Background: an optimization exercise with open tools, aiming at small area. Do not read the settings as production practice.
Where RTL was checked, it was by simulation tests only, not by an equivalence proof against the original.
Only the layout flow was run in runs 2 and 3; the RTL was not checked for function there.
No activity file was given, so power comes from the tool's default toggle rates.

===== flow/design.v =====
module ho2mx_rx_skid #(
    parameter int DATA_W = 512,
    parameter int USER_W = 10,
    parameter int CNT_W  = 32
) (
    input  logic                clk,
    input  logic                rst,
    input  logic                enq,
    input  logic [DATA_W-1:0]   in_data,
    input  logic [DATA_W/8-1:0] in_keep,
    input  logic                in_last,
    input  logic [USER_W-1:0]   in_user,
    output logic                full,
    output logic                out_valid,
    input  logic                out_ready,
    output logic [DATA_W-1:0]   out_data,
    output logic [DATA_W/8-1:0] out_keep,
    output logic                out_last,
    output logic [USER_W-1:0]   out_user,
    output logic [CNT_W-1:0]    pkt_cnt
);
    localparam int KEEP_W = DATA_W / 8;
    localparam int ENT_W  = DATA_W + KEEP_W + 1 + USER_W;
    logic [ENT_W-1:0] ent0_q, ent1_q, in_ent_s;
    logic             v0_q, v1_q;    
    logic [CNT_W-1:0] pkt_cnt_q;
    logic             deq_s, ld0_in_s, ld0_e1_s, ld1_s;
    assign in_ent_s = {in_last, in_user, in_keep, in_data};
    assign deq_s    = v0_q && out_ready;
    assign ld0_e1_s = deq_s && v1_q;
    assign ld0_in_s = !v0_q || (out_ready && !v1_q);
    assign ld1_s    = !v1_q;    
    always_ff @(posedge clk) begin
        if (ld0_in_s) begin
            ent0_q <= in_ent_s;
        end else if (ld0_e1_s) begin
            ent0_q <= ent1_q;
        end
        if (ld1_s) begin
            ent1_q <= in_ent_s;
        end
    end
    always_ff @(posedge clk or posedge rst) begin
        if (rst) begin
            v0_q      <= 1'b0;
            v1_q      <= 1'b0;
            pkt_cnt_q <= {CNT_W{1'b0}};
        end else begin
            v0_q <= enq || v1_q || (v0_q && !out_ready);
            v1_q <= v0_q && (v1_q ? !out_ready : (enq && !out_ready));
            if (deq_s && ent0_q[ENT_W-1]) begin
                pkt_cnt_q <= pkt_cnt_q + {{(CNT_W-1){1'b0}}, 1'b1};
            end
        end
    end
    assign full      = v1_q;
    assign out_valid = v0_q;
    assign out_data  = ent0_q[DATA_W-1:0];
    assign out_keep  = ent0_q[DATA_W +: KEEP_W];
    assign out_user  = ent0_q[DATA_W+KEEP_W +: USER_W];
    assign out_last  = ent0_q[ENT_W-1];
    assign pkt_cnt   = pkt_cnt_q;
endmodule
module ho2mx_rx_splitter #(
    parameter int DATA_W = 512,
    parameter int USER_W = 10,
    parameter int CNT_W  = 32
) (
    input  logic                  clk,
    input  logic                  rst,
    input  logic                  in_tvalid,
    output logic                  in_tready,
    input  logic [DATA_W-1:0]     in_tdata,
    input  logic [DATA_W/8-1:0]   in_tkeep,
    input  logic                  in_tlast,
    input  logic [USER_W-1:0]     in_tuser_vendor,
    output logic                  req_tvalid,
    input  logic                  req_tready,
    output logic [DATA_W-1:0]     req_tdata,
    output logic [DATA_W/8-1:0]   req_tkeep,
    output logic                  req_tlast,
    output logic [USER_W-1:0]     req_tuser_vendor,
    output logic                  cpl_tvalid,
    input  logic                  cpl_tready,
    output logic [DATA_W-1:0]     cpl_tdata,
    output logic [DATA_W/8-1:0]   cpl_tkeep,
    output logic                  cpl_tlast,
    output logic [USER_W-1:0]     cpl_tuser_vendor,
    output logic [CNT_W-1:0]      req_pkt_cnt,
    output logic [CNT_W-1:0]      cpl_pkt_cnt
);
    logic sop_q, route_q;
    logic eff_req_s, accept_s, enq_req_s, enq_cpl_s, req_full_s, cpl_full_s;
    assign eff_req_s = sop_q ? (in_tdata[28:24] == 5'b00000) : route_q;
    assign in_tready = !rst && (eff_req_s ? !req_full_s : !cpl_full_s);
    assign accept_s  = in_tvalid && in_tready;
    assign enq_req_s = accept_s && eff_req_s;
    assign enq_cpl_s = accept_s && !eff_req_s;
    always_ff @(posedge clk or posedge rst) begin
        if (rst) begin
            sop_q   <= 1'b1;
            route_q <= 1'b0;
        end else if (accept_s) begin
            sop_q   <= in_tlast;
            route_q <= eff_req_s;
        end
    end
    ho2mx_rx_skid #(.DATA_W(DATA_W), .USER_W(USER_W), .CNT_W(CNT_W)) u_req_skid (
        .clk       (clk),
        .rst       (rst),
        .enq       (enq_req_s),
        .in_data   (in_tdata),
        .in_keep   (in_tkeep),
        .in_last   (in_tlast),
        .in_user   (in_tuser_vendor),
        .full      (req_full_s),
        .out_valid (req_tvalid),
        .out_ready (req_tready),
        .out_data  (req_tdata),
        .out_keep  (req_tkeep),
        .out_last  (req_tlast),
        .out_user  (req_tuser_vendor),
        .pkt_cnt   (req_pkt_cnt)
    );
    ho2mx_rx_skid #(.DATA_W(DATA_W), .USER_W(USER_W), .CNT_W(CNT_W)) u_cpl_skid (
        .clk       (clk),
        .rst       (rst),
        .enq       (enq_cpl_s),
        .in_data   (in_tdata),
        .in_keep   (in_tkeep),
        .in_last   (in_tlast),
        .in_user   (in_tuser_vendor),
        .full      (cpl_full_s),
        .out_valid (cpl_tvalid),
        .out_ready (cpl_tready),
        .out_data  (cpl_tdata),
        .out_keep  (cpl_tkeep),
        .out_last  (cpl_tlast),
        .out_user  (cpl_tuser_vendor),
        .pkt_cnt   (cpl_pkt_cnt)
    );
endmodule

===== flow/run.sh =====
#!/bin/bash
# synth_recipe.tcl (not shown) runs the flow's synth.tcl, then flattens the netlist and writes it again
# the make line also repeats each setting of config.mk as NAME=value (left out here)
make -C /OpenROAD-flow-scripts/flow DESIGN_CONFIG=/design/flow/config.mk WORK_HOME=/design/flow/orfs CLKGATE_MAP_FILE= SYNTH_SCRIPT=/design/flow/synth_recipe.tcl finish

===== flow/config.mk =====
export PLATFORM = sky130hd
export DESIGN_NAME = ho2mx_rx_splitter
export DESIGN_NICKNAME = ho2mx_rx_splitter
export VERILOG_FILES = /design/flow/design.v
export SDC_FILE = /design/flow/constraint.sdc
export NUM_CORES = 4
export LEC_CHECK = 0
export CAP_MARGIN = 20
export CORE_AREA = 5 5 675 675
export DIE_AREA = 0 0 680 680
export SLEW_MARGIN = 20

===== flow/constraint.sdc =====
create_clock -name core_clock -period 5.0 [get_ports {clk}]
set_input_delay 1.0000 -clock core_clock [delete_from_list [all_inputs] [get_ports {clk}]]
set_output_delay 1.0000 -clock core_clock [all_outputs]
set_load 0.01 [all_outputs]

==> reports/results.tsv, run 1 <==
stage	metric	value	unit
worst_hold_path	worstHoldPathType	in -> async	
timing	finalCritPeriodShare	90.9	%
critical_path	rr_endpoint	u_req_skid.ent1_q[407]	
logic_synthesis	synth_ff_type	edfxtp_1	
clock_tree	post_cts.repair.setup_buffers	0	
pwr	p_comb_share	16.0	%
timing	setup_viol	0	
critical_path	cpLargestDelayFamily	buffers and inverters	
pwr	p_clk_share	36.1	%
global_route	grt_pass1_vias	48400	
global_route	grt_pass1_wl	470000	microns
route	wl_per_cell	29.9	microns
timing	fin_ws	0.453	ns
logic_synthesis	synthesis.nets	4523	
logic_synthesis	synth.top_cell.area_share	80.5	%
die	die_w	680	microns
critical_path	max_stage_delay	0.60	ns
pwr	ir_drop	0.280	mV
timing	finClkSkew	0.0523	ns
timing	min_period	4.55	ns
critical_path	start_kind	input pin	
layout	stdcell_area	123000	sq um
logic_synthesis	synth.most_common_cell	edfxtp_1	
critical_path	slowest_stage	clkdlybuf4s50_1	
route	via_count	48000	
logic_synthesis	synth-edff-count	2348	
critical_path	worstPathArrival	3.55	ns
critical_path	crit_top_cell	clkdlybuf4s50_1	
timing	timing.fmax	0.220	GHz
clock_tree	clockBufferDepth	4	
timing	final_hold_viol_count	0	
clock_tree	ctsHoldBuffers	0	
critical_path	crit_type	in -> out	
layout	area_growth	40.2	%
timing	slew_headroom	29.6	%
clock_tree	worst_skew_pair.late_latency	0.91	ns
timing	rsz0062_at_grt	false	
critical_path	rr_worst_depth	3	
logic_synthesis	async_reset_ff_share	2.89	%
clock_tree	cts_tree	yes	
logic_synthesis	syn_area_per_cell	22.3	sq um
die	start_util	19.5	%
critical_path	crit_chain	clkdlybuf4s50_1, or4b_4, o31ai_1, o21ai_0, a21oi_1, clkdlybuf4s50_1	
timing	tightestPinTransition	1.06	ns
run	cap_violations	0	
route	via_per_inst	3.92	
die	die_area	462000	sq um
outcome	status	finished clean	
logic_synthesis	synthTopCellsByCount	edfxtp_1, mux2_2, buf_2	
clock_tree	clk_pin_slew_worst_paths	0.06	ns
clock_tree	ctsRootBufferMaster	clkbuf_16	
timing	slew_viol_final	0	
pwr	swShare	26.2	%
pwr	p_sw	14.3	mW
clock_tree	htree_levels	5	
global_route	track_usage	15.0	%
route	first_iter_violations	4098	
critical_path	crit_fanout	5	
placement	post-dp-hpwl	284000	microns
die	die_y	680	microns
logic_synthesis	syn_area	87500	sq um
die	coreArea	448000	sq um
logic_synthesis	synth_top_area_cell	edfxtp_1	
critical_path	end_kind	output port	
layout	multi_input_area	14600	sq um
logic_synthesis	synth.distinct_cells	33	
clock_tree	cts_sinks	2418	
layout	final_nets	6618	
global_route	grt_antenna_before_repair	70	
pwr	power_frac_seq	47.9	%
clock_tree	numCtsBuffers	275	
critical_path	worstPathRequired	4.00	ns
logic_synthesis	ys_top_cells_by_area	edfxtp_1, mux2_2, dfrtp_1	
die	ioPinCount	1833	
route	drc	0	
clock_tree	cts_resized	0	
die	row_count	246	
pwr	p_per_area	444	nW/um^2
placement	dpl_worst_slack	0.447	ns
placement	gp_routability_congestion	0.917	
critical_path	r2r-start	u_req_skid.v1_q	
layout	nFillCells	44700	
route	wl	366000	microns
route	dr.pass1.iters	5	
route	ant_nets	0	
placement	port_buffers	1832	
logic_synthesis	ys_seq_elements	2418	
logic_synthesis	seq_area_frac_synth	82.5	%
logic_synthesis	yosysWarnings	2	
logic_synthesis	syn_inst	3929	
critical_path	crit_buf_inv	2	
placement	place_area	114000	sq um
layout	drive_gt1_share	27.2	%
global_route	globalRoute.totalOverflow	0	
critical_path	rrSetupSlack	2.20	ns
global_route	grt_max_degree	128	
layout	seq_area	72300	sq um
pwr	internal_power	40.2	mW
pwr	leakage	43.1	nW
## layout by cell type (no fill, tap or decap), types with 5 or more instances in the layout
cell type        count
clkinv_16            7
xnor2_1             51
inv_6                8
bufinv_16           13
clkinvlp_4          13
clkdlybuf4s50_1   1828
mux2_2            1176
and4_1               7
clkinv_4             7
and2_1               7
clkinv_2            45
buf_12              30
dfrtp_1             69
edfxtp_1          2348
diode_2             41
buf_4               95
and3_1              11
clkbuf_16          279
xor2_1              11
clkbuf_1            48
clkinv_8             6
nand3_1             29
clkinv_1            62
nand4_1             22
nor2_1               9
nand2_1             15
inv_16               5
## cell type report
class	count	share of cell area [%]
Multi-Input combinational cell	1369	11.9
Tap cell	5952	6.07
Clock inverter	166	1.22
Timing Repair Buffer	1953	16.0
Clock buffer	328	5.85
Sequential cell	2418	58.9
Antenna cell	41	0.0836
Inverter	7	0.0285
## sequential cells by signal, indices dropped and copies added, names as in the netlist, 32 cells and up
name	count
u_req_skid.pkt_cnt_q	32
u_cpl_skid.ent0_q	587
u_req_skid.ent1_q	587
u_cpl_skid.pkt_cnt_q	32
u_req_skid.ent0_q	587
u_cpl_skid.ent1_q	587
## power groups by stage
stage               logic, mW  clock network (mW)  registers (mW)
finish                   8.71                19.7            26.1
global route             9.10                21.0            26.3
CTS                      8.92                20.2            26.1
detailed placement       8.86                   0            26.5
global placement         8.82                   0            26.5
floorplan                2.09                   0            27.0
## per-stage QoR
step	hold WS [ns]	setup TNS (ns)	power, mW	instances	util (%)
2_1_floorplan	0.482	-5454.17	29.1	3929	-
5_1_grt	0.451	0	56.3	12200	27.4
6_report	0.476	0	54.5	12200	27.4
4_1_cts	0.354	0	55.2	12200	27.4
3_5_place_dp	0.473	0	35.4	11700	25.4
3_3_place_gp	0.464	0	35.3	11700	25.4
## kinds of logic (layout without fill, tap and decap cells)
kind of cell    count (synthesis)  in the layout  share of synthesized area [%]
flops                        2418           2418                           82.5
mux                          1178           1178                           15.2
buf+inv                       142           2454                          0.815
simple gates                  117            117                          0.783
xor+xnor                       62             62                          0.620
compound gates                 10             10                         0.0643
fa+ha+maj                       2              2                         0.0286
other cells                     0             41                              0
## worst max path at each step
stage | from | endpoint | slack, ns | cells after the start
2_1_floorplan | u_cpl_skid.v1_q | in_tready | -4.84 | 3
3_3_place_gp | in_tdata[26] | in_tready | 0.27 | 6
3_5_place_dp | in_tdata[26] | in_tready | 0.45 | 6
4_1_cts | in_tdata[26] | in_tready | 0.41 | 6
5_1_grt | in_tdata[26] | in_tready | 0.37 | 6
6_report | in_tdata[26] | in_tready | 0.45 | 6
## metal layers
layer	global-route usage (%)	vias to the layer above	part of all wire, %
li1	-	19900	-
met1	17.4	25300	38
met2	24.3	2230	47
met3	7.02	474	12
met4	5.04	26	3.5
met5	0	-	0.048
==> run 2, diff against run 1 <==
--- a/flow/design.v
+++ b/flow/design.v
@@ -24,21 +24,18 @@
     logic [ENT_W-1:0] ent0_q, ent1_q, in_ent_s;
     logic             v0_q, v1_q;    
     logic [CNT_W-1:0] pkt_cnt_q;
-    logic             deq_s, ld0_in_s, ld0_e1_s, ld1_s;
+    logic             deq_s, ld0_in_s, ld0_e1_s, ld1_s, hold0_s, hold1_s;
     assign in_ent_s = {in_last, in_user, in_keep, in_data};
     assign deq_s    = v0_q && out_ready;
     assign ld0_e1_s = deq_s && v1_q;
     assign ld0_in_s = !v0_q || (out_ready && !v1_q);
     assign ld1_s    = !v1_q;    
+    assign hold0_s  = v0_q && !out_ready;
+    assign hold1_s  = v1_q;
     always_ff @(posedge clk) begin
-        if (ld0_in_s) begin
-            ent0_q <= in_ent_s;
-        end else if (ld0_e1_s) begin
-            ent0_q <= ent1_q;
-        end
-        if (ld1_s) begin
-            ent1_q <= in_ent_s;
-        end
+        ent0_q <= ({ENT_W{ld0_in_s}} & in_ent_s) | ({ENT_W{ld0_e1_s}} & ent1_q)
+                | ({ENT_W{hold0_s}} & ent0_q);
+        ent1_q <= ({ENT_W{ld1_s}} & in_ent_s) | ({ENT_W{hold1_s}} & ent1_q);
     end
     always_ff @(posedge clk or posedge rst) begin
         if (rst) begin
==> flow/flow/run.sh (new file) <==
#!/bin/bash
# Standard ORFS layout, with small port buffers and a clock tree built from small clock buffers.
set -euo pipefail
export BUFFER_PORTS_ARGS="-buffer_cell sky130_fd_sc_hd__buf_1"
export CTS_ARGS="-sink_clustering_enable -repair_clock_nets -dont_use_dummy_load -buf_list {sky130_fd_sc_hd__clkbuf_4 sky130_fd_sc_hd__clkbuf_8}"
bash standard.sh > standard_make.log 2>&1
==> flow/standard.sh (new file) <==
#!/bin/bash
# synth_recipe.tcl (not shown) runs the flow's synth.tcl, then flattens the netlist and writes it again
# the make line also repeats each setting of config.mk as NAME=value (left out here)
make -C /OpenROAD-flow-scripts/flow DESIGN_CONFIG=/design/flow/config.mk WORK_HOME=/design/flow/orfs CLKGATE_MAP_FILE= SYNTH_SCRIPT=/design/flow/synth_recipe.tcl "${@:-finish}"
--- a/flow/config.mk
+++ b/flow/config.mk
@@ -5,7 +5,8 @@
 export SDC_FILE = /design/flow/constraint.sdc
 export NUM_CORES = 4
 export LEC_CHECK = 0
+export ABC_AREA = 1
 export CAP_MARGIN = 20
-export CORE_AREA = 5 5 675 675
-export DIE_AREA = 0 0 680 680
+export CORE_AREA = 5 5 455 455
+export DIE_AREA = 0 0 460 460
 export SLEW_MARGIN = 20
removed: flow/run.sh
==> reports/results.tsv, run 2 <==
stage	metric	value	unit	change
logic_synthesis	seq_area_frac_synth	72.3	%	-10 points
logic_synthesis	synthesis.nets	8508		+88%
logic_synthesis	synth.distinct_cells	36		+9.1%
logic_synthesis	ys_seq_elements	2418		unchanged
logic_synthesis	synth_ff_type	edfxtp_1		
logic_synthesis	synth.most_common_cell	nand2_1		
logic_synthesis	syn_area	83700	sq um	-4.4%
outcome	first-error	[ERROR PPL-0024] Number of IO pins (1833) exceeds maximum number of available positions (1664). Increase the die perimeter from 1840.00um to 2492.88um.		
logic_synthesis	syn_area_per_cell	10.6	sq um	-53%
die	row_count	165		-33%
die	die_w	460	microns	-32%
logic_synthesis	ys_top_cells_by_area	edfxtp_1, dfxtp_1, nand2_1		
logic_synthesis	syn_inst	7914		+100%
die	start_util	41.5	%	+22 points
outcome	outcome.stop_stage	I/O pin placement (3_2_place_iop)		
logic_synthesis	yosysWarnings	2		unchanged
logic_synthesis	async_reset_ff_share	2.89	%	unchanged
outcome	status	did not finish		
logic_synthesis	synth_top_area_cell	edfxtp_1		
die	die_y	460	microns	-32%
logic_synthesis	synth.top_cell.area_share	42.1	%	-38 points
logic_synthesis	synth-edff-count	1174		-50%
logic_synthesis	synthTopCellsByCount	nand2_1, dfxtp_1, edfxtp_1		
run 2: cell count changes after synthesis, moves of 89 or more:
cell,change
dfxtp_1,+1174
edfxtp_1,-1174
mux2_2,-1176
buf_2,+168
nand2_1,+3605
inv_1,+89
nand3_1,+1098
run 2: logic make-up after synthesis:
kind of cell               share of synthesized area (%)
AOI/OAI and AO/OA                                  0.719
xor gates and xnor gates                           0.450
and+or+nand+nor                                     23.8
buffers and inverters                               2.70
adders and majority gates                         0.0299
DFF                                                 72.3
==> run 3, diff against run 2 <==
--- a/flow/config.mk
+++ b/flow/config.mk
@@ -7,6 +7,6 @@
 export LEC_CHECK = 0
 export ABC_AREA = 1
 export CAP_MARGIN = 20
-export CORE_AREA = 5 5 455 455
-export DIE_AREA = 0 0 460 460
+export CORE_AREA = 5 5 635 635
+export DIE_AREA = 0 0 640 640
 export SLEW_MARGIN = 20
==> reports/results.tsv, run 3 <==
stage	metric	value	unit	change
outcome	status	finished clean		
die	die_area	410000	sq um	
pwr	p_per_area	409	nW/um^2	
route	drc	0		
logic_synthesis	yosysWarnings	2		unchanged
timing	final_hold_viol_count	0		
timing	tightestPinTransition	1.15	ns	
critical_path	worstPathRequired	4.00	ns	
logic_synthesis	synthTopCellsByCount	nand2_1, dfxtp_1, edfxtp_1		
logic_synthesis	synth.distinct_cells	36		unchanged
logic_synthesis	syn_area_per_cell	10.6	sq um	unchanged
clock_tree	ctsRootBufferMaster	clkbuf_8		
logic_synthesis	syn_inst	7914		unchanged
logic_synthesis	async_reset_ff_share	2.89	%	unchanged
route	first_iter_violations	6384		
global_route	track_usage	17.5	%	
logic_synthesis	synth_ff_type	edfxtp_1		
placement	port_buffers	1832		
critical_path	crit_type	in -> out		
logic_synthesis	synth.top_cell.area_share	42.1	%	unchanged
layout	layout_common_cells	nand2_1, buf_1, edfxtp_1, dfxtp_1, nand3_1		
timing	finClkSkew	0.130	ns	
logic_synthesis	syn_area	83700	sq um	unchanged
clock_tree	clockBufferDepth	4		
placement	place_area	97000	sq um	
pwr	ir_drop	0.371	mV	
logic_synthesis	synth.most_common_cell	nand2_1		
clock_tree	cts_sinks	2418		
critical_path	worstPathArrival	2.54	ns	
logic_synthesis	synth_top_area_cell	edfxtp_1		
die	start_util	21.2	%	-20 points
critical_path	crit_chain	dlygate4sd3_1, buf_1, inv_2, nand2_1, nor2_1, buf_1		
logic_synthesis	synth-edff-count	1174		unchanged
critical_path	end_kind	output port		
layout	layout_commonest_cell	nand2_1		
layout	final_nets	10500		
timing	finalCritPeriodShare	70.8	%	
die	die_y	640	microns	+39%
global_route	grt_antenna_before_repair	70		
layout	drive_gt1_share	6.24	%	
clock_tree	worst_skew_pair.late_latency	1.05	ns	
clock_tree	htree_levels	5		
critical_path	crit_fanout	18		
die	coreArea	396000	sq um	
die	ioPinCount	1833		
layout	area_growth	22.7	%	
die	row_count	231		+40%
logic_synthesis	synthesis.nets	8508		unchanged
route	wl_per_cell	25.0	microns	
route	wl	380000	microns	
timing	setup_viol	0		
worst_hold_path	worst_hold_path.num_cells	1		
route	ant_nets	0		
global_route	grt_max_degree	150		
timing	min_period	3.54	ns	
route	via_per_inst	4.37		
route	dr.pass1.iters	6		
route	via_count	66400		
clock_tree	numCtsBuffers	401		
critical_path	slowest_stage	dlygate4sd3_1		
timing	timing.fmax	0.283	GHz	
clock_tree	clk_pin_slew_worst_paths	0.06	ns	
timing	slew_headroom	23.6	%	
critical_path	max_stage_delay	0.54	ns	
run	cap_violations	0		
clock_tree	post_cts.repair.setup_buffers	0		
global_route	globalRoute.totalOverflow	0		
worst_hold_path	worstHoldPathType	in -> reg		
global_route	grt_pass1_vias	62400		
placement	gp_routability_congestion	0.976		
critical_path	rr_worst_depth	6		
timing	fin_setup_tns	0	ns	
pwr	leakage	39.7	nW	
global_route	grt_pass1_wl	511000	microns	
logic_synthesis	seq_area_frac_synth	72.3	%	unchanged
timing	rsz0062_at_grt	false		
clock_tree	cts_tree	yes		
die	die_w	640	microns	+39%
logic_synthesis	ys_top_cells_by_area	edfxtp_1, dfxtp_1, nand2_1		
layout	stdcell_area	103000	sq um	
critical_path	crit_top_cell	buf_1		
logic_synthesis	ys_seq_elements	2418		unchanged
placement	post-dp-hpwl	293000	microns	
timing	slew_viol_final	0		
critical_path	start_kind	input pin		
-- run 3: cell counts after synthesis --
No cell type changed its count.
-- run 3: path summary, 6_finish.rpt --
| check | start | endpoint | slack, ns |
|---|---|---|---|
| setup reg to reg | u_cpl_skid.v1_q | u_cpl_skid.ent0_q[304] | 2.22 |
| setup / recovery | rst | in_tready | 1.46 |
| max in group asynchronous | rst | u_cpl_skid.pkt_cnt_q[21] | 3.18 |
| hold reg to reg | register | u_cpl_skid.ent0_q[366] | 0.34 |
| hold / removal | in_tdata[199] | register | 0.23 |
| min in group asynchronous | rst | u_req_skid.v1_q | 0.55 |
-- run 3: routing by layer --
metal / vias to the layer above / wire length [microns] / track usage (%)
met2: 3083 / 174000 / 28.1
met5: - / 184 / 0
met1: 32500 / 137000 / 19.6
li1: 30000 / - / -
met4: 30 / 28100 / 11.3
met3: 808 / 40700 / 6.59
-- run 3: logic make-up after synthesis --
group,count (synthesis),synth area share [%]
adders and majority gates,2,0.0299
AOI/OAI and AO/OA,83,0.719
xor gates and xnor gates,43,0.450
DFF,2418,72.3
and+or+nand+nor,4875,23.8
buffers and inverters,493,2.70
-- run 3: final cells by class --
type / count / area (sq um)
Antenna cell: 50 / 125
Clock buffer: 401 / 5520
Fill cell: 42300 / 293000
Inverter: 103 / 409
Multi-Input combinational cell: 5003 / 21000
Sequential cell: 2418 / 60500
Tap cell: 5242 / 6560
Timing Repair Buffer: 1994 / 8600
-- run 3: what timing repair did --
action / in CTS / in global routing
endpoints found under the setup margin: 0 / 0
hold buffers: 5 / 0
endpoints found under the hold margin: 22 / 0
resized for setup: 0 / 0
-- run 3: metrics by stage --
stage          util (%)  setup slack (ns)  instances  hold WS [ns]  power, mW
6_report           26.0              1.46      15200         0.226       42.0
2_1_floorplan         -             -4.79       7914         0.418       25.3
5_1_grt            25.9              1.32      15200        0.0717       43.7
3_3_place_gp       24.5              1.89      14800         0.419       28.0
3_5_place_dp       24.5              1.84      14800         0.425       28.1
4_1_cts            25.9              1.31      15200       0.00350       42.4
-- run 3: critical path: cells and delay by family --
kind	cells	cell delay [ns]
buf+inv	4	1.22
simple gates	2	0.30
-- run 3: power breakdown --
group	switching (mW)	total, mW	internal [mW]
Sequential	0.790	23.2	22.4
Clock	7.27	14.3	7.02
Combinational	3.36	4.46	1.09
==> run 4, diff against run 3 <==
--- a/flow/design.v
+++ b/flow/design.v
@@ -1,3 +1,27 @@
+module ho2mx_rx_sel3 #(
+    parameter int W = 1
+) (
+    input  logic [W-1:0] a,
+    input  logic         sa,
+    input  logic [W-1:0] b,
+    input  logic         sb,
+    input  logic [W-1:0] c,
+    input  logic         sc,
+    output logic [W-1:0] y
+);
+    assign y = ({W{sa}} & a) | ({W{sb}} & b) | ({W{sc}} & c);
+endmodule
+module ho2mx_rx_sel2 #(
+    parameter int W = 1
+) (
+    input  logic [W-1:0] a,
+    input  logic         sa,
+    input  logic [W-1:0] b,
+    input  logic         sb,
+    output logic [W-1:0] y
+);
+    assign y = ({W{sa}} & a) | ({W{sb}} & b);
+endmodule
 module ho2mx_rx_skid #(
     parameter int DATA_W = 512,
     parameter int USER_W = 10,
@@ -23,28 +47,37 @@
     localparam int ENT_W  = DATA_W + KEEP_W + 1 + USER_W;
     logic [ENT_W-1:0] ent0_q, ent1_q, in_ent_s;
     logic             v0_q, v1_q;    
+    logic             nf_q;          
     logic [CNT_W-1:0] pkt_cnt_q;
     logic             deq_s, ld0_in_s, ld0_e1_s, ld1_s, hold0_s, hold1_s;
     assign in_ent_s = {in_last, in_user, in_keep, in_data};
     assign deq_s    = v0_q && out_ready;
     assign ld0_e1_s = deq_s && v1_q;
     assign ld0_in_s = !v0_q || (out_ready && !v1_q);
-    assign ld1_s    = !v1_q;    
+    assign ld1_s    = nf_q;     
     assign hold0_s  = v0_q && !out_ready;
     assign hold1_s  = v1_q;
+    logic [ENT_W-1:0] ent0_d, ent1_d;
+    ho2mx_rx_sel3 #(.W(ENT_W)) u_sel0 (
+        .a(in_ent_s), .sa(ld0_in_s), .b(ent1_q), .sb(ld0_e1_s), .c(ent0_q), .sc(hold0_s), .y(ent0_d)
+    );
+    ho2mx_rx_sel2 #(.W(ENT_W)) u_sel1 (
+        .a(in_ent_s), .sa(ld1_s), .b(ent1_q), .sb(hold1_s), .y(ent1_d)
+    );
     always_ff @(posedge clk) begin
-        ent0_q <= ({ENT_W{ld0_in_s}} & in_ent_s) | ({ENT_W{ld0_e1_s}} & ent1_q)
-                | ({ENT_W{hold0_s}} & ent0_q);
-        ent1_q <= ({ENT_W{ld1_s}} & in_ent_s) | ({ENT_W{hold1_s}} & ent1_q);
+        ent0_q <= ent0_d;
+        ent1_q <= ent1_d;
     end
     always_ff @(posedge clk or posedge rst) begin
         if (rst) begin
             v0_q      <= 1'b0;
             v1_q      <= 1'b0;
+            nf_q      <= 1'b1;
             pkt_cnt_q <= {CNT_W{1'b0}};
         end else begin
             v0_q <= enq || v1_q || (v0_q && !out_ready);
             v1_q <= v0_q && (v1_q ? !out_ready : (enq && !out_ready));
+            nf_q <= !(v0_q && (v1_q ? !out_ready : (enq && !out_ready)));
             if (deq_s && ent0_q[ENT_W-1]) begin
                 pkt_cnt_q <= pkt_cnt_q + {{(CNT_W-1){1'b0}}, 1'b1};
             end
==> flow/flow/run.sh (replaced) <==
#!/bin/bash
# ORFS layout as standard.sh runs it, with three changes:
#  - synthesis maps logic with an area-oriented ABC script (flow/synth.tcl, flow/area.abc);
#  - ports get sky130_fd_sc_hd__buf_1 buffers;
#  - the clock tree uses small clock buffers and no dummy loads.
set -euo pipefail
HERE=$(pwd)
export AREA_ABC_SCRIPT=$HERE/flow/area.abc
export BUFFER_PORTS_ARGS="-buffer_cell sky130_fd_sc_hd__buf_1"
export CTS_ARGS="-sink_clustering_enable -repair_clock_nets -dont_use_dummy_load -buf_list {sky130_fd_sc_hd__clkbuf_8}"
sed "s#SYNTH_SCRIPT=[^ ]*#SYNTH_SCRIPT=$HERE/flow/synth.tcl#" standard.sh > own_standard.sh
grep -q "SYNTH_SCRIPT=$HERE/flow/synth.tcl" own_standard.sh
bash own_standard.sh > make.log 2>&1
==> flow/flow/area.abc (new file) <==
&get -n
&st
&dch
&nf -R 1000
&put
==> flow/flow/synth.tcl (new file) <==
# synth_recipe.tcl (the standard synthesis), with ABC's mapping script swapped for an
# area-oriented one (flow/area.abc). Everything else, including the flip-flop mapping, is unchanged.
proc synth {args} { yosys synth -nofsm -noshare {*}$args }
proc use_area_abc {n1 n2 op} {
  upvar #0 abc_args a
  set i [lsearch -exact $a -script]
  if { $i >= 0 && [lindex $a [expr {$i + 1}]] ne $::env(AREA_ABC_SCRIPT) } {
    lset a [expr {$i + 1}] $::env(AREA_ABC_SCRIPT)
  }
}
trace add variable ::abc_args write use_area_abc
source $::env(SCRIPTS_DIR)/synth.tcl
# left out here: clear keep_hierarchy, flatten, clean up, hide names made inside functions, write 1_2_yosys.v
--- a/flow/config.mk
+++ b/flow/config.mk
@@ -5,8 +5,9 @@
 export SDC_FILE = /design/flow/constraint.sdc
 export NUM_CORES = 4
 export LEC_CHECK = 0
-export ABC_AREA = 1
 export CAP_MARGIN = 20
-export CORE_AREA = 5 5 635 635
-export DIE_AREA = 0 0 640 640
+export CORE_AREA = 5 5 675 675
+export DIE_AREA = 0 0 680 680
 export SLEW_MARGIN = 20
+export SYNTH_HIERARCHICAL = 1
+export SYNTH_MINIMUM_KEEP_SIZE = 0
==> reports/results.tsv, run 4 <==
stage	metric	value	unit	change
timing	rsz0062_at_grt	false		
critical_path	slowest_stage	dlygate4sd3_1		
pwr	leakage	35.5	nW	-11%
logic_synthesis	ys_seq_elements	2420		+0.083%
layout	multi_input_area	23500	sq um	+12%
die	die_w	680	microns	+6.3%
route	dr.pass1.iters	14		+8
logic_synthesis	synth_top_family_by_area	compound AO/OA/AOI/OAI gates		
logic_synthesis	synthAdderAreaFrac	0.0326	%	+0.0027 points
placement	dpl_worst_slack	1.69	ns	-0.156 ns
logic_synthesis	syn_inst	6181		-22%
clock_tree	htree_levels	5		unchanged
logic_synthesis	synth.distinct_cells	26		-28%
placement	post-dp-hpwl	334000	microns	+14%
route	via_count	69400		+4.5%
timing	min_period	3.77	ns	+0.228 ns
clock_tree	cts_sinks	2420		+0.083%
placement	port_buffers	1832		unchanged
pwr	ir_drop	0.249	mV	-33%
timing	finalCritPeriodShare	75.3	%	+4.6 points
logic_synthesis	synth.most_common_cell	dfxtp_1		
logic_synthesis	ys_top_cells_by_area	dfxtp_1, a222oi_1, a22o_1		
clock_tree	cts_resized	0		unchanged
timing	finClkSkew	0.142	ns	+0.0122 ns
die	ioPinCount	1833		unchanged
worst_hold_path	worstHoldPathType	in -> reg		
run	cap_violations	0		unchanged
layout	layout_common_cells	dfxtp_1, buf_1, clkinv_1, a222oi_1, a22o_1		
critical_path	crit_top_cell	buf_1		
critical_path	start_kind	input pin		
route	ant_nets	0		unchanged
logic_synthesis	seq_area_frac_synth	63.6	%	-8.7 points
die	coreArea	448000	sq um	+13%
timing	slew_headroom	17.1	%	-6.6 points
die	die_y	680	microns	+6.3%
logic_synthesis	synth_top_area_cell	dfxtp_1		
logic_synthesis	yosysWarnings	8		+6
logic_synthesis	synth-simple-area-share	1.05	%	-23 points
logic_synthesis	yosys.area_share.xor_xnor	0.708	%	+0.26 points
layout	drive_gt1_share	6.98	%	+0.74 points
critical_path	worstPathArrival	2.77	ns	+0.23 ns
timing	fin_ws	1.23	ns	-0.228 ns
route	wl_per_cell	30.2	microns	+21%
layout	final_nets	9175		-13%
route	first_iter_violations	12900		+100%
critical_path	crit_buf_inv	4		unchanged
placement	gp_routability_congestion	0.954		-2.3%
route	wl	439000	microns	+15%
die	die_area	462000	sq um	+13%
critical_path	startpoint	rst		
timing	fin_setup_tns	0	ns	unchanged
layout	area_growth	28.4	%	
logic_synthesis	synthesis.nets	6775		-20%
clock_tree	cts_tree	yes		
worst_hold_path	hp-start	in_tdata[344]		
clock_tree	clk_pin_slew_worst_paths	0.06	ns	about the same
logic_synthesis	synthTopCellsByCount	dfxtp_1, clkinv_1, a222oi_1, a22o_1, dfrtp_1		
global_route	globalRoute.totalOverflow	0		unchanged
global_route	grt_antenna_before_repair	50		-29%
timing	final_hold_viol_count	0		unchanged
logic_synthesis	syn_area_per_cell	12.4	sq um	+17%
global_route	grt_pass1_vias	64400		+3.2%
timing	setup_viol	0		unchanged
critical_path	max_stage_delay	0.78	ns	+0.24 ns
outcome	status	finished clean		
logic_synthesis	syn_area	76700	sq um	-8.3%
critical_path	end_kind	output port		
critical_path	cpLargestDelayFamily	buffers and inverters		
timing	timing.fmax	0.266	GHz	-6.1%
timing	slew_viol_final	0		unchanged
logic_synthesis	synth.top_cell.area_share	61.3	%	+19 points
die	start_util	17.1	%	-4.0 points
clock_tree	post_cts.repair.setup_buffers	0		unchanged
logic_synthesis	synth-edff-count	0		-100%
global_route	grt_max_degree	150		unchanged
logic_synthesis	synth-compound-area-share	28.8	%	+28 points
global_route	grt_pass1_wl	578000	microns	+13%
clock_tree	numCtsBuffers	403		+0.50%
layout	layout_commonest_cell	dfxtp_1		
critical_path	crit_chain	dlygate4sd3_1, buf_1, clkinv_1, o21ai_0, a21oi_1, buf_1		
logic_synthesis	async_reset_ff_share	2.98	%	+0.080 points
die	row_count	246		+6.5%
critical_path	crit_fanout	3		-15
route	drc	0		unchanged
pwr	p_per_area	451	nW/um^2	+10%
logic_synthesis	synth_ff_type	dfxtp_1		
layout	seq_area	48800	sq um	-19%
clock_tree	clockBufferDepth	4		unchanged
route	via_per_inst	4.77		+9.2%
critical_path	worstPathRequired	4.00	ns	about the same
critical_path	crit_type	in -> out		
critical_path	r2r-start	u_req_skid.v0_q		
timing	fin_worst_hold_slack	0.252	ns	+0.0258 ns
logic_synthesis	muxShareOfSynthArea	0.0571	%	+0.057 points
clock_tree	worst_skew_pair.late_latency	1.09	ns	+0.04 ns
global_route	track_usage	17.7	%	+0.17 points
layout	nFillCells	48800		+15%
timing	tightestPinTransition	1.25	ns	+0.0989 ns
clock_tree	ctsRootBufferMaster	clkbuf_8		
==> run 4: changes by cell type after synthesis, moves of 96 or more <==
cell      before   now
nand2_1     3622    28
clkinv_1       0  1180
a222oi_1       0  1174
a22o_1         0  1174
dfxtp_1     1174  2348
edfxtp_1    1174     0
nand3_1     1127    22
buf_2        294     0
inv_1         96     0
==> run 4: final timing paths <==
kind,to,slack (ns),cells after the start
max reg2reg,u_req_skid.ent0_q[286],1.91,6
min reg2reg,u_req_skid.ent0_q[99],0.36,2
min in group asynchronous,route_q,0.74,3
min,u_req_skid.ent1_q[344],0.25,2
max in group asynchronous,u_cpl_skid.pkt_cnt_q[28],3.44,4
max,in_tready,1.23,6
==> run 4: cell families after synthesis <==
kind of cell             after synthesis
flip-flops                          2420
AO/OA/AOI/OAI                       2354
buffers and inverters               1180
AND/OR/NAND/NOR                      159
XOR/XNOR                              62
multiplexers                           4
adder cells (fa/ha/maj)                2
==> run 4: area by class of cell <==
cell class              count  share of cell area, %
flip-flops and latches   2420                   49.6
multi-input cells        2581                   23.9
repair buffers           1995                   8.81
well taps                5952                   7.56
clock buffers             403                   5.63
inverters                1180                   4.50
diodes                     21                 0.0533
==> run 4: where the power goes <==
group	switching, mW	internal, mW
Clock	7.44	7.05
Combinational	5.06	2.29
Sequential	1.24	21.3
Total	13.7	30.7
==> run 4: stage by stage <==
stage	utilization [%]	instances	instance area, sq um	power (mW)
global placement	20.7	14100	92900	30.1
detailed placement	20.7	14100	92900	30.2
CTS	22.0	14500	98500	44.8
global route	22.0	14500	98500	46.2
floorplan	-	6181	76700	26.5
finish	22.0	14600	98500	44.4
==> run 4: routing by layer <==
metal  up-vias  share of wire, %  global-route usage (%)
met3       698                13                    8.02
met5         -             0.021                       0
li1      29600                 -                       -
met2      4224                44                    27.1
met1     34900                37                    21.0
met4        14               5.6                    8.58
==> run 4: what timing repair did <==
item,4_1_cts,5_1_grt
hold endpoints to repair,16,0
setup endpoints to repair,0,0
hold buffers,1,0
==> run 5, diff against run 4 <==
--- a/flow/flow/run.sh
+++ b/flow/flow/run.sh
@@ -7,7 +7,7 @@
 HERE=$(pwd)
 export AREA_ABC_SCRIPT=$HERE/flow/area.abc
 export BUFFER_PORTS_ARGS="-buffer_cell sky130_fd_sc_hd__buf_1"
-export CTS_ARGS="-sink_clustering_enable -repair_clock_nets -dont_use_dummy_load -buf_list {sky130_fd_sc_hd__clkbuf_8}"
+export CTS_ARGS="-sink_clustering_enable -repair_clock_nets -dont_use_dummy_load -buf_list {sky130_fd_sc_hd__clkbuf_4} -sink_clustering_size 8 -sink_clustering_max_diameter 40"
 sed "s#SYNTH_SCRIPT=[^ ]*#SYNTH_SCRIPT=$HERE/flow/synth.tcl#" standard.sh > own_standard.sh
 grep -q "SYNTH_SCRIPT=$HERE/flow/synth.tcl" own_standard.sh
 bash own_standard.sh > make.log 2>&1
==> reports/results.tsv, run 5 <==
stage	metric	value	unit	change
critical_path	worstPathArrival	3.30	ns	+0.53 ns
logic_synthesis	synth.distinct_cells	26		unchanged
clock_tree	worst_skew_pair.late_latency	1.44	ns	+0.35 ns
route	wl_per_cell	29.2	microns	-3.0%
critical_path	rrSetupSlack	1.89	ns	-0.02 ns
logic_synthesis	syn_inst	6181		unchanged
layout	area_growth	32.6	%	
logic_synthesis	synth_top_area_cell	dfxtp_1		
global_route	grt_antenna_before_repair	38		-24%
global_route	globalRoute.totalOverflow	0		unchanged
placement	place_area	92900	sq um	unchanged
route	via_count	72100		+3.8%
critical_path	crit_fanout	3		unchanged
route	wl	442000	microns	+0.81%
global_route	grt_pass1_wl	587000	microns	+1.6%
timing	setup_viol	0		unchanged
layout	nFillCells	48400		-0.76%
logic_synthesis	ys_seq_elements	2420		unchanged
critical_path	crit_type	in -> out		
worst_hold_path	worstHoldPathType	in -> reg		
route	drc	0		unchanged
global_route	grtUsageMet1	20.5	%	-0.53 points
layout	multi_input_area	23500	sq um	unchanged
timing	finClkSkew	0.188	ns	+0.0460 ns
die	coreArea	448000	sq um	unchanged
placement	port_buffers	1832		unchanged
clock_tree	ctsRootBufferMaster	clkbuf_4		
critical_path	worstPathRequired	4.00	ns	about the same
critical_path	slowest_stage	dlygate4sd3_1		
route	via_per_inst	4.76		-0.16%
global_route	grt-busiest-layer	met2		
timing	tightestPinTransition	1.21	ns	-0.0427 ns
global_route	grt_max_degree	150		unchanged
critical_path	start_kind	input pin		
logic_synthesis	seq_area_frac_synth	63.6	%	unchanged
die	ioPinCount	1833		unchanged
timing	timing.fmax	0.233	GHz	-12%
layout	stdcell_area	102000	sq um	+3.3%
layout	seq_area	48800	sq um	unchanged
critical_path	end_kind	output port		
critical_path	rr_worst_depth	6		unchanged
layout	drive_gt1_share	6.36	%	-0.62 points
worst_hold_path	hp-start	in_tdata[138]		
die	die_area	462000	sq um	unchanged
critical_path	r2r-start	u_req_skid.v0_q		
logic_synthesis	async_reset_ff_share	2.98	%	unchanged
worst_hold_path	min_to	u_cpl_skid.ent1_q[138]		
timing	min_period	4.30	ns	+0.534 ns
clock_tree	cts_tree	yes		
global_route	grt_pass1_vias	67800		+5.2%
clock_tree	numCtsBuffers	386		-4.2%
logic_synthesis	synthTopCellsByCount	dfxtp_1, clkinv_1, a222oi_1, a22o_1, dfrtp_1		
die	start_util	17.1	%	unchanged
timing	rsz0062_at_grt	false		
global_route	track_usage	17.9	%	+0.16 points
timing	slew_viol_final	0		unchanged
logic_synthesis	synth.most_common_cell	dfxtp_1		
run	cap_violations	0		unchanged
die	row_count	246		unchanged
logic_synthesis	synth.top_cell.area_share	61.3	%	unchanged
die	die_y	680	microns	unchanged
placement	post-dp-hpwl	334000	microns	unchanged
route	dr.pass1.iters	10		-4
route	ant_nets	0		unchanged
layout	utilization	22.7	%	+0.72 points
logic_synthesis	synth-edff-count	0		unchanged
clock_tree	post_cts.repair.setup_buffers	0		unchanged
worst_hold_path	worst_hold_path.num_cells	2		unchanged
critical_path	max_stage_delay	0.75	ns	-0.03 ns
clock_tree	htree_levels	5		unchanged
timing	fin_setup_tns	0	ns	unchanged
clock_tree	clk_pin_slew_worst_paths	0.09	ns	+0.03 ns
logic_synthesis	ys_top_cells_by_area	dfxtp_1, a222oi_1, a22o_1		
timing	slew_headroom	19.9	%	+2.8 points
clock_tree	clockBufferDepth	4		unchanged
global_route	grt_use_met2	27.0	%	-0.082 points
route	first_iter_violations	12900		+0.023%
pwr	ir_drop	0.209	mV	-16%
clock_tree	cts_sinks	2420		unchanged
logic_synthesis	synthesis.nets	6775		unchanged
global_route	grtUsageMet3	8.82	%	+0.80 points
critical_path	rr_endpoint	u_req_skid.ent0_q[544]		
placement	gp_routability_congestion	0.954		unchanged
layout	final_nets	9745		+6.2%
layout	layout_commonest_cell	dfxtp_1		
timing	final_hold_viol_count	0		unchanged
logic_synthesis	yosysWarnings	8		unchanged
pwr	p_per_area	399	nW/um^2	-11%
logic_synthesis	syn_area_per_cell	12.4	sq um	unchanged
logic_synthesis	synth_ff_type	dfxtp_1		
pwr	leakage	36.8	nW	+3.7%
logic_synthesis	syn_area	76700	sq um	unchanged
outcome	status	finished clean		
die	die_w	680	microns	unchanged
layout	layout_common_cells	dfxtp_1, buf_1, clkinv_1, a222oi_1, a22o_1		
timing	finalCritPeriodShare	86.0	%	+11 points
critical_path	crit_chain	dlygate4sd3_1, buf_1, dlygate4sd3_1, clkinv_1, o21ai_0, a21oi_1, buf_1		
-- run 5: changes by cell type in the layout (fill, tap and decap cells not counted), sizes merged --
cell         delta
clkbuf         -17
diode           +4
dlygate4sd3   +587
-- run 5: worst max-delay path by stage --
stage | slack, ns | to | from
3_3_place_gp | 1.70 | in_tready | in_tdata[25]
4_1_cts | 0.58 | in_tready | u_cpl_skid.v1_q
3_5_place_dp | 1.69 | in_tready | in_tdata[25]
6_report | 0.70 | in_tready | rst
5_1_grt | 0.62 | in_tready | u_cpl_skid.v1_q
2_1_floorplan | -39.56 | u_cpl_skid.ent0_q[0] | cpl_tready
-- run 5: per-stage QoR --
| stage | setup slack (ns) | total power, mW | hold WS, ns | std cells |
|---|---|---|---|---|
| 3_3_place_gp | 1.70 | 30.1 | 0.441 | 14100 |
| 4_1_cts | 0.576 | 41.0 | 0.000115 | 15100 |
| 2_1_floorplan | -39.56 | 26.5 | 0.436 | 6181 |
| 3_5_place_dp | 1.69 | 30.2 | 0.442 | 14100 |
| 6_report | 0.700 | 40.6 | 0.297 | 15100 |
| 5_1_grt | 0.620 | 42.4 | 0.0872 | 15100 |
-- run 5: cells by family after synthesis --
kind of cell,share of synthesized area [%]
fa+ha+maj,0.0326
flops,63.6
buf+inv,5.77
compound gates,28.8
mux,0.0571
simple gates,1.05
xor+xnor,0.708
-- run 5: worst max-delay path, delay by kind of cell --
kind                   cells  cell delay [ns]
buffers and inverters      5             2.10
AOI/OAI and AO/OA          2             0.18
-- run 5: layout make-up --
cell class	instances	area share (%)
diodes	25	0.0615
multi-input cells	2581	23.1
clock buffers	386	2.85
repair buffers	2582	14.3
inverters	1180	4.35
well taps	5952	7.32
flip-flops and latches	2420	48.0
-- run 5: power by group --
group | internal, mW | switching, mW | total (mW)
Combinational | 2.60 | 5.17 | 7.77
Sequential | 21.3 | 1.24 | 22.5
Clock | 3.51 | 6.84 | 10.4
Total | 27.4 | 13.3 | 40.6
-- run 5: timing repair --
item                      in CTS  in global routing
hold endpoints to repair    2360                  0
hold buffers                 588                  0
gates resized for setup        0                  0
-- run 5: routing by layer --
metal | share of wire, % | wire (microns) | vias up
li1 | - | - | 30900
met1 | 36 | 160000 | 35600
met2 | 43 | 191000 | 4703
met3 | 14 | 62400 | 803
met4 | 6.6 | 29200 | 18
met5 | 0.029 | 129 | -
==> run 6, diff against run 5 <==
==> flow/flow/run.sh (replaced) <==
#!/bin/bash
# ORFS layout as standard.sh runs it, with three changes:
#  - synthesis maps logic with an area-oriented ABC script (flow/synth.tcl, flow/area.abc);
#  - ports get sky130_fd_sc_hd__buf_1 buffers;
#  - the clock tree uses clkbuf_8 above clusters of at most 10 registers, each driven by a
#    clkbuf_4, and no dummy loads.
set -euo pipefail
HERE=$(pwd)
export AREA_ABC_SCRIPT=$HERE/flow/area.abc
export BUFFER_PORTS_ARGS="-buffer_cell sky130_fd_sc_hd__buf_1"
export CTS_ARGS="-sink_clustering_enable -repair_clock_nets -dont_use_dummy_load -buf_list {sky130_fd_sc_hd__clkbuf_8} -sink_clustering_buffer sky130_fd_sc_hd__clkbuf_4 -sink_clustering_size 10 -sink_clustering_max_diameter 40"
sed "s#SYNTH_SCRIPT=[^ ]*#SYNTH_SCRIPT=$HERE/flow/synth.tcl#" standard.sh > own_standard.sh
grep -q "SYNTH_SCRIPT=$HERE/flow/synth.tcl" own_standard.sh
bash own_standard.sh > make.log 2>&1
--- a/flow/config.mk
+++ b/flow/config.mk
@@ -8,6 +8,7 @@
 export CAP_MARGIN = 20
 export CORE_AREA = 5 5 675 675
 export DIE_AREA = 0 0 680 680
+export PLACE_DENSITY = 0.75
 export SLEW_MARGIN = 20
 export SYNTH_HIERARCHICAL = 1
 export SYNTH_MINIMUM_KEEP_SIZE = 0
==> reports/results.tsv, run 6 <==
stage	metric	value	unit	change
outcome	status	finished clean		
route	via_count	70600		-2.0%
layout	final_nets	9111		-6.5%
die	start_util	17.1	%	unchanged
global_route	grt_max_degree	139		-7.3%
critical_path	max_stage_delay	0.64	ns	-0.11 ns
clock_tree	post_cts.repair.setup_buffers	0		unchanged
clock_tree	worst_skew_pair.late_latency	1.00	ns	-0.44 ns
timing	tightestPinTransition	1.25	ns	+0.0436 ns
clock_tree	cts_resized	0		unchanged
layout	drive_gt1_share	6.44	%	+0.074 points
critical_path	end_kind	output port		
global_route	grt_pass1_wl	588000	microns	+0.19%
global_route	grt_antenna_before_repair	74		+95%
run	cap_violations	0		unchanged
logic_synthesis	synth.most_common_cell	dfxtp_1		
logic_synthesis	syn_inst	6181		unchanged
global_route	grt_pass1_vias	64600		-4.7%
clock_tree	clockBufferDepth	4		unchanged
timing	final_hold_viol_count	0		unchanged
clock_tree	ctsHoldBuffers	1		-99.8%
route	via_per_inst	4.87		+2.1%
die	ioPinCount	1833		unchanged
route	ant_nets	0		unchanged
logic_synthesis	async_reset_ff_share	2.98	%	unchanged
logic_synthesis	synth.distinct_cells	26		unchanged
die	die_area	462000	sq um	unchanged
placement	post-dp-hpwl	354000	microns	+6.1%
worst_hold_path	worstHoldPathType	in -> reg		
pwr	p_per_area	419	nW/um^2	+4.9%
critical_path	crit_chain	buf_1, or4_1, nor2_1, buf_4, mux2i_1, a21oi_1, buf_1		
clock_tree	cts_sinks	2420		unchanged
die	row_count	246		unchanged
placement	gp_routability_congestion	0.942		-1.2%
die	coreArea	448000	sq um	unchanged
placement	port_buffers	1832		unchanged
timing	finalCritPeriodShare	89.3	%	+3.3 points
die	die_w	680	microns	unchanged
route	wl_per_cell	31.1	microns	+6.5%
clock_tree	clk_pin_slew_worst_paths	0.10	ns	about the same
critical_path	crit_type	in -> out		
critical_path	crit_top_cell	buf_1		
critical_path	start_kind	input pin		
route	dr.pass1.iters	13		+3
layout	fin_cells	14500		-4.0%
clock_tree	ctsRootBufferMaster	clkbuf_8		
logic_synthesis	yosysWarnings	8		unchanged
timing	finClkSkew	0.0953	ns	-0.0931 ns
timing	rsz0062_at_grt	false		
logic_synthesis	syn_area_per_cell	12.4	sq um	unchanged
layout	layout_common_cells	dfxtp_1, buf_1, clkinv_1, a222oi_1, a22o_1		
logic_synthesis	seq_area_frac_synth	63.6	%	unchanged
timing	fin_ws	0.533	ns	-0.166 ns
logic_synthesis	synthTopCellsByCount	dfxtp_1, clkinv_1, a222oi_1, a22o_1, dfrtp_1		
logic_synthesis	syn_area	76700	sq um	unchanged
route	first_iter_violations	14700		+14%
pwr	leakage	34.3	nW	-6.8%
timing	fin_setup_tns	0	ns	unchanged
timing	min_period	4.47	ns	+0.166 ns
placement	dpl_worst_slack	0.477	ns	-1.21 ns
logic_synthesis	synth_ff_type	dfxtp_1		
clock_tree	cts_tree	yes		
timing	slew_viol_final	0		unchanged
critical_path	worstPathArrival	3.47	ns	+0.17 ns
pwr	ir_drop	0.401	mV	+92%
die	die_y	680	microns	unchanged
logic_synthesis	ys_top_cells_by_area	dfxtp_1, a222oi_1, a22o_1		
placement	placed_cells	14100		+0.0071%
logic_synthesis	synth-edff-count	0		unchanged
timing	slew_headroom	17.0	%	-2.9 points
route	wl	452000	microns	+2.2%
critical_path	crit_fanout	5		+2
layout	area_growth	25.0	%	
pwr	power	40.2	mW	-1.1%
logic_synthesis	synth_top_area_cell	dfxtp_1		
clock_tree	numCtsBuffers	338		-12%
logic_synthesis	ys_seq_elements	2420		unchanged
global_route	track_usage	18.2	%	+0.36 points
global_route	globalRoute.totalOverflow	0		unchanged
critical_path	worstPathRequired	4.00	ns	about the same
route	drc	0		unchanged
clock_tree	htree_levels	5		unchanged
timing	timing.fmax	0.224	GHz	-3.7%
logic_synthesis	synthesis.nets	6775		unchanged
timing	setup_viol	0		unchanged
logic_synthesis	synth.top_cell.area_share	61.3	%	unchanged
layout	layout_commonest_cell	dfxtp_1		
critical_path	slowest_stage	a21oi_1		
==> run 6: cell counts after synthesis <==
No cell type changed its count.
==> run 6: report_power, final <==
group | total [mW] | switching [mW] | internal [mW]
sequential | 22.5 | 1.25 | 21.3
combinational | 7.54 | 5.24 | 2.30
clock | 10.1 | 6.67 | 3.45
total | 40.2 | 13.2 | 27.0
==> run 6: final cells by class <==
cell class	instances	area, sq um
Antenna cell	51	128
Inverter	1180	4430
Tap cell	5952	7450
Sequential cell	2420	48800
Fill cell	48500	352000
Clock buffer	338	2770
Multi-Input combinational cell	2581	23500
Timing Repair Buffer	1996	8790
==> run 6: per-stage QoR <==
step	area [sq um]	util (%)	hold WS, ns
after floorplan	76700	-	0.436
after global placement	93000	20.8	0.440
after detailed placement	93000	20.8	0.443
after CTS	95800	21.4	0.0523
after global routing	95900	21.4	0.139
final	95900	21.4	0.265
==> run 6: critical path: cells and delay by family <==
kind	cells	cell delay [ns]
and+or+nand+nor	2	1.07
AOI/OAI and AO/OA	1	0.64
muxes	1	0.12
buffers and inverters	3	0.61
==> run 6: final timing paths <==
check	startpoint	cells after the start	slack, ns	endpoint
max	in_tdata[25]	7	0.53	in_tready
min	in_tdata[473]	2	0.26	u_req_skid.ent1_q[473]
max reg2reg	u_cpl_skid.v0_q	6	2.08	u_cpl_skid.ent0_q[362]
min reg2reg	u_req_skid.ent1_q[29]	2	0.41	u_req_skid.ent0_q[29]
max in group asynchronous	rst	4	3.87	u_cpl_skid.pkt_cnt_q[30]
min in group asynchronous	rst	3	0.45	route_q
==> run 6: cells by family after synthesis <==
logic type / synth area share [%]
AO/OA/AOI/OAI: 28.8
XOR/XNOR: 0.708
adder cells (fa/ha/maj): 0.0326
buffers and inverters: 5.77
flip-flops: 63.6
multiplexers: 0.0571
AND/OR/NAND/NOR: 1.05
==> run 6: routing by layer <==
layer  wire, microns  track usage (%)  vias up
met1          152000             19.8    35000
met4           29200             10.1       36
met2          194000             27.2     5031
li1                -                -    29700
met5             222                0        -
met3           76500             11.3      931
==> run 7, diff against run 6 <==
--- a/flow/config.mk
+++ b/flow/config.mk
@@ -8,7 +8,6 @@
 export CAP_MARGIN = 20
 export CORE_AREA = 5 5 675 675
 export DIE_AREA = 0 0 680 680
-export PLACE_DENSITY = 0.75
 export SLEW_MARGIN = 20
 export SYNTH_HIERARCHICAL = 1
 export SYNTH_MINIMUM_KEEP_SIZE = 0
==> reports/results.tsv, run 7 <==
stage	metric	value	unit	change
outcome	status	finished clean		
logic_synthesis	synth-compound-area-share	28.8	%	unchanged
die	ioPinCount	1833		unchanged
logic_synthesis	synthAdderAreaFrac	0.0326	%	unchanged
clock_tree	htree_levels	5		unchanged
route	first_iter_violations	12200		-17%
layout	final_nets	9128		+0.19%
route	drc	0		unchanged
global_route	grt_max_degree	150		+7.9%
layout	fin_cells	14500		-0.090%
pwr	ir_drop	0.256	mV	-36%
logic_synthesis	yosysWarnings	8		unchanged
logic_synthesis	synth.top_cell.area_share	61.3	%	unchanged
worst_hold_path	worst_hold_path.num_cells	3		+1
layout	area_growth	25.0	%	about the same
global_route	grt_pass1_wl	574000	microns	-2.3%
timing	finalCritPeriodShare	75.1	%	-14 points
critical_path	worstPathArrival	2.75	ns	-0.72 ns
clock_tree	ctsRootBufferMaster	clkbuf_8		
clock_tree	ctsHoldBuffers	1		unchanged
logic_synthesis	ys_seq_elements	2420		unchanged
critical_path	crit_top_cell	buf_1		
pwr	leakage	34.3	nW	about the same
logic_synthesis	synthTopCellsByCount	dfxtp_1, clkinv_1, a222oi_1, a22o_1, dfrtp_1		
logic_synthesis	seq_area_frac_synth	63.6	%	unchanged
placement	gp_routability_congestion	0.954		+1.2%
route	via_count	69300		-1.9%
global_route	grt_antenna_before_repair	50		-32%
die	die_w	680	microns	unchanged
logic_synthesis	syn_area	76700	sq um	unchanged
die	coreArea	448000	sq um	unchanged
critical_path	crit_type	in -> out		
placement	place_area	92900	sq um	-0.12%
timing	finClkSkew	0.108	ns	+0.0131 ns
die	die_y	680	microns	unchanged
logic_synthesis	synthesis.nets	6775		unchanged
clock_tree	worst_skew_pair.late_latency	1.01	ns	about the same
critical_path	rr_endpoint	u_req_skid.ent0_q[544]		
logic_synthesis	synth-edff-count	0		unchanged
placement	port_buffers	1832		unchanged
timing	slew_headroom	16.8	%	-0.15 points
critical_path	slowest_stage	dlygate4sd3_1		
route	wl_per_cell	30.1	microns	-3.4%
logic_synthesis	yosys.area_share.xor_xnor	0.708	%	unchanged
worst_hold_path	worstHoldPathType	in -> reg		
logic_synthesis	synth-simple-area-share	1.05	%	unchanged
critical_path	crit_chain	dlygate4sd3_1, buf_1, clkinv_1, o21ai_0, a21oi_1, buf_1		
timing	slew_viol_final	0		unchanged
logic_synthesis	muxShareOfSynthArea	0.0571	%	unchanged
route	dr.pass1.iters	9		-4
logic_synthesis	synth_ff_type	dfxtp_1		
timing	fin_setup_tns	0	ns	unchanged
clock_tree	cts_resized	0		unchanged
critical_path	end_kind	output port		
critical_path	rrSetupSlack	1.97	ns	-0.11 ns
clock_tree	numCtsBuffers	356		+5.3%
critical_path	start_kind	input pin		
global_route	track_usage	17.6	%	-0.62 points
die	start_util	17.1	%	unchanged
run	cap_violations	0		unchanged
clock_tree	clockBufferDepth	4		unchanged
clock_tree	cts_tree	yes		
critical_path	worstPathRequired	4.00	ns	about the same
die	die_area	462000	sq um	unchanged
timing	rsz0062_at_grt	false		
timing	min_period	3.75	ns	-0.712 ns
timing	tightestPinTransition	1.25	ns	+0.00228 ns
logic_synthesis	synth.distinct_cells	26		unchanged
logic_synthesis	ys_top_cells_by_area	dfxtp_1, a222oi_1, a22o_1		
logic_synthesis	synth_top_family_by_area	compound AO/OA/AOI/OAI gates		
logic_synthesis	syn_inst	6181		unchanged
logic_synthesis	synth.most_common_cell	dfxtp_1		
timing	timing.fmax	0.266	GHz	+19%
critical_path	crit_fanout	3		-2
die	row_count	246		unchanged
clock_tree	cts_sinks	2420		unchanged
worst_hold_path	hp-start	in_tdata[344]		
placement	placed_cells	14100		-0.0071%
route	wl	437000	microns	-3.4%
logic_synthesis	async_reset_ff_share	2.98	%	unchanged
clock_tree	clk_pin_slew_worst_paths	0.11	ns	about the same
global_route	globalRoute.totalOverflow	0		unchanged
worst_hold_path	min_to	u_req_skid.ent0_q[344]		
timing	setup_viol	0		unchanged
clock_tree	post_cts.repair.setup_buffers	0		unchanged
layout	drive_gt1_share	6.47	%	+0.034 points
layout	stdcell_area	95900	sq um	about the same
critical_path	cpLargestDelayFamily	buffers and inverters		
critical_path	max_stage_delay	0.73	ns	+0.09 ns
placement	post-dp-hpwl	334000	microns	-5.8%
logic_synthesis	synth_top_area_cell	dfxtp_1		
critical_path	r2r-start	u_req_skid.v0_q		
logic_synthesis	syn_area_per_cell	12.4	sq um	unchanged
layout	layout_common_cells	dfxtp_1, buf_1, clkinv_1, a222oi_1, a22o_1		
critical_path	crit_buf_inv	4		+1
global_route	grt_pass1_vias	64000		-0.95%
placement	dpl_worst_slack	1.69	ns	+1.21 ns
timing	final_hold_viol_count	0		unchanged
pwr	p_per_area	420	nW/um^2	+0.23%
layout	layout_commonest_cell	dfxtp_1		
timing	fin_ws	1.25	ns	+0.712 ns
route	via_per_inst	4.78		-1.8%
critical_path	rr_worst_depth	6		unchanged
route	ant_nets	0		unchanged
[run 7: cell counts after synthesis]
No cell type changed its count.
[run 7: metal layers]
| layer | up-vias | routed length [microns] | track usage, % |
|---|---|---|---|
| met1 | 34600 | 163000 | 21.0 |
| li1 | 29600 | - | - |
| met3 | 716 | 57000 | 7.73 |
| met5 | - | 99 | 0 |
| met2 | 4301 | 192000 | 27.1 |
| met4 | 14 | 24200 | 8.43 |
[run 7: layout make-up]
class / instances / area, sq um
diodes: 21 / 52.6
clock buffers: 356 / 2900
well taps: 5952 / 7450
multi-input cells: 2581 / 23500
inverters: 1180 / 4430
repair buffers: 1995 / 8680
flip-flops and latches: 2420 / 48800
fillers: 49000 / 352000
[run 7: cell families after synthesis]
family,count (synthesis)
flops,2420
xor+xnor,62
buf+inv,1180
compound gates,2354
simple gates,159
fa+ha+maj,2
mux,4
[run 7: through the flow]
stage / power, mW / hold WS (ns) / util, %
after floorplan: 26.5 / 0.436 / -
after global placement: 30.1 / 0.441 / 20.7
after detailed placement: 30.2 / 0.442 / 20.7
after CTS: 40.6 / 0.0303 / 21.4
after global routing: 42.0 / 0.111 / 21.4
final: 40.3 / 0.254 / 21.4
[run 7: how the worst max path moves through the flow]
stage                    startpoint                    to  slack [ns]  cells after the start
floorplan                cpl_tready  u_cpl_skid.ent0_q[0]      -39.56                      4
global placement       in_tdata[25]             in_tready        1.70                      7
detailed placement     in_tdata[25]             in_tready        1.69                      7
CTS                 u_cpl_skid.v1_q             in_tready        1.16                      3
global route        u_cpl_skid.v1_q             in_tready        1.21                      3
finish                          rst             in_tready        1.25                      6
[run 7: worst min-delay path, delay by kind of cell]
kind	cells	cell delay, ns
buf+inv	2	0.20
compound gates	1	0.12
[run 7: power breakdown]
part / switching [mW] / internal (mW) / total, mW
clock: 6.79 / 3.61 / 10.4
combinational: 5.05 / 2.29 / 7.34
sequential: 1.23 / 21.3 / 22.5
==> run 8, diff against run 7 <==
--- a/flow/config.mk
+++ b/flow/config.mk
@@ -5,9 +5,9 @@
 export SDC_FILE = /design/flow/constraint.sdc
 export NUM_CORES = 4
 export LEC_CHECK = 0
-export CAP_MARGIN = 20
+export CAP_MARGIN = 5
 export CORE_AREA = 5 5 675 675
 export DIE_AREA = 0 0 680 680
-export SLEW_MARGIN = 20
+export SLEW_MARGIN = 5
 export SYNTH_HIERARCHICAL = 1
 export SYNTH_MINIMUM_KEEP_SIZE = 0
==> reports/results.tsv, run 8 <==
stage	metric	value	unit	change
global_route	grtUsageMet3	7.73	%	unchanged
global_route	grt_max_degree	150		unchanged
critical_path	crit_type	in -> out		
timing	final_hold_viol_count	0		unchanged
global_route	grt_pass1_vias	64000		unchanged
critical_path	crit_fanout	3		unchanged
critical_path	crit_top_cell	buf_1		
timing	slew_viol_final	0		unchanged
layout	final_nets	9128		unchanged
critical_path	slowest_stage	dlygate4sd3_1		
pwr	p_comb_share	18.2	%	about the same
die	row_count	246		unchanged
critical_path	crit_chain	dlygate4sd3_1, buf_1, clkinv_1, o21ai_0, a21oi_1, buf_1		
layout	layout_common_cells	dfxtp_1, buf_1, clkinv_1, a222oi_1, a22o_1		
clock_tree	htree_levels	5		unchanged
clock_tree	clockBufferDepth	4		unchanged
pwr	p_sw	13.1	mW	unchanged
timing	fin_setup_tns	0	ns	unchanged
worst_hold_path	hp-start	in_tdata[344]		
logic_synthesis	synth_ff_type	dfxtp_1		
layout	utilization	21.4	%	unchanged
clock_tree	ctsHoldBuffers	1		unchanged
route	ant_nets	0		unchanged
global_route	grt-busiest-layer	met2		
logic_synthesis	syn_inst	6181		unchanged
route	drc	0		unchanged
timing	setup_viol	0		unchanged
critical_path	rr_worst_depth	6		unchanged
logic_synthesis	seq_area_frac_synth	63.6	%	unchanged
critical_path	worstPathArrival	2.75	ns	about the same
critical_path	worstPathRequired	4.00	ns	about the same
critical_path	rr_endpoint	u_req_skid.ent0_q[544]		
critical_path	start_kind	input pin		
critical_path	r2r-start	u_req_skid.v0_q		
route	dr.pass1.iters	9		unchanged
pwr	swShare	32.5	%	unchanged
layout	seq_area	48800	sq um	unchanged
logic_synthesis	async_reset_ff_share	2.98	%	unchanged
clock_tree	clk_pin_slew_worst_paths	0.11	ns	about the same
pwr	power_frac_seq	55.9	%	about the same
layout	nFillCells	49000		unchanged
pwr	internal_power	27.2	mW	unchanged
worst_hold_path	worstHoldPathType	in -> reg		
timing	rsz0062_at_grt	false		
worst_hold_path	min_to	u_req_skid.ent0_q[344]		
global_route	grtUsageMet1	21.0	%	unchanged
outcome	status	finished clean		
global_route	grt_antenna_before_repair	50		unchanged
clock_tree	cts_resized	0		unchanged
logic_synthesis	yosysWarnings	8		unchanged
route	via_count	69300		unchanged
die	start_util	17.1	%	unchanged
layout	multi_input_area	23500	sq um	unchanged
timing	finalCritPeriodShare	75.1	%	unchanged
run	cap_violations	0		unchanged
global_route	grt_pass1_wl	574000	microns	unchanged
logic_synthesis	synth-edff-count	0		unchanged
timing	slew_headroom	16.8	%	unchanged
die	ioPinCount	1833		unchanged
critical_path	max_stage_delay	0.73	ns	about the same
pwr	leakage	34.3	nW	unchanged
clock_tree	post_cts.repair.setup_buffers	0		unchanged
timing	fin_ws	1.25	ns	unchanged
placement	placed_cells	14100		unchanged
logic_synthesis	synthTopCellsByCount	dfxtp_1, clkinv_1, a222oi_1, a22o_1, dfrtp_1		
critical_path	rrSetupSlack	1.97	ns	about the same
placement	port_buffers	1832		unchanged
route	wl	437000	microns	unchanged
clock_tree	numCtsBuffers	356		unchanged
logic_synthesis	syn_area_per_cell	12.4	sq um	unchanged
route	first_iter_violations	12200		unchanged
## run 8: cell counts in the layout (fill, tap and decap cells not counted)
Identical to the previous run, type by type.
## run 8: per-stage QoR
stage               area (sq um)  total power [mW]  hold WS [ns]
floorplan                  76700              26.5         0.436
global placement           92900              30.1         0.441
detailed placement         92900              30.2         0.442
CTS                        95800              40.6        0.0303
global route               95800              42.0         0.111
finish                     95900              40.3         0.254
## run 8: final cells by class
cell class	count	area share (%)
sequential	2420	50.9
multi-input combinational	2581	24.5
tap	5952	7.77
inverter	1180	4.62
antenna	21	0.0548
timing repair buffer	1995	9.05
clock buffer	356	3.03
## run 8: kinds of logic (layout without fill, tap and decap cells)
| logic type | after synthesis | count (layout) | synth area share, % |
|---|---|---|---|
| AOI/OAI and AO/OA | 2354 | 2354 | 28.8 |
| xor gates and xnor gates | 62 | 62 | 0.708 |
| adders and majority gates | 2 | 2 | 0.0326 |
| buffers and inverters | 1180 | 3531 | 5.77 |
| DFF | 2420 | 2420 | 63.6 |
| muxes | 4 | 4 | 0.0571 |
| other | 0 | 21 | 0 |
| and+or+nand+nor | 159 | 159 | 1.05 |
## run 8: worst max-delay path by stage
| stage | cells after the start | end | startpoint |
|---|---|---|---|
| after floorplan | 4 | u_cpl_skid.ent0_q[0] | cpl_tready |
| after CTS | 3 | in_tready | u_cpl_skid.v1_q |
| after global routing | 3 | in_tready | u_cpl_skid.v1_q |
| after global placement | 7 | in_tready | in_tdata[25] |
| after detailed placement | 7 | in_tready | in_tdata[25] |
| final | 6 | in_tready | rst |
## run 8: critical path, delay by kind of cell
| kind | cells | cell delay [ns] |
|---|---|---|
| buffers and inverters | 4 | 1.53 |
| AO/OA/AOI/OAI | 2 | 0.20 |
## run 8: layer usage
metal	vias to the layer above	part of all wire, %
met4	14	5.5
met1	34600	37
met3	716	13
li1	29600	-
met5	-	0.023
met2	4301	44
## run 8: power by group through the flow
stage               Combinational [mW]  Clock [mW]  Sequential (mW)
CTS                               7.39        10.8             22.5
floorplan                         3.23           0             23.3
global route                      7.79        11.5             22.7
detailed placement                7.37           0             22.9
finish                            7.34        10.4             22.5
global placement                  7.31           0             22.8

Setup slack of run 8, layout unchanged: 1.245 ns with ideal ports, 1.165 ns with driving cells assumed (clock clkbuf_16, inputs buf_2), 1.165 ns with port delays also shifted by the 1.099 ns mid clock arrival.
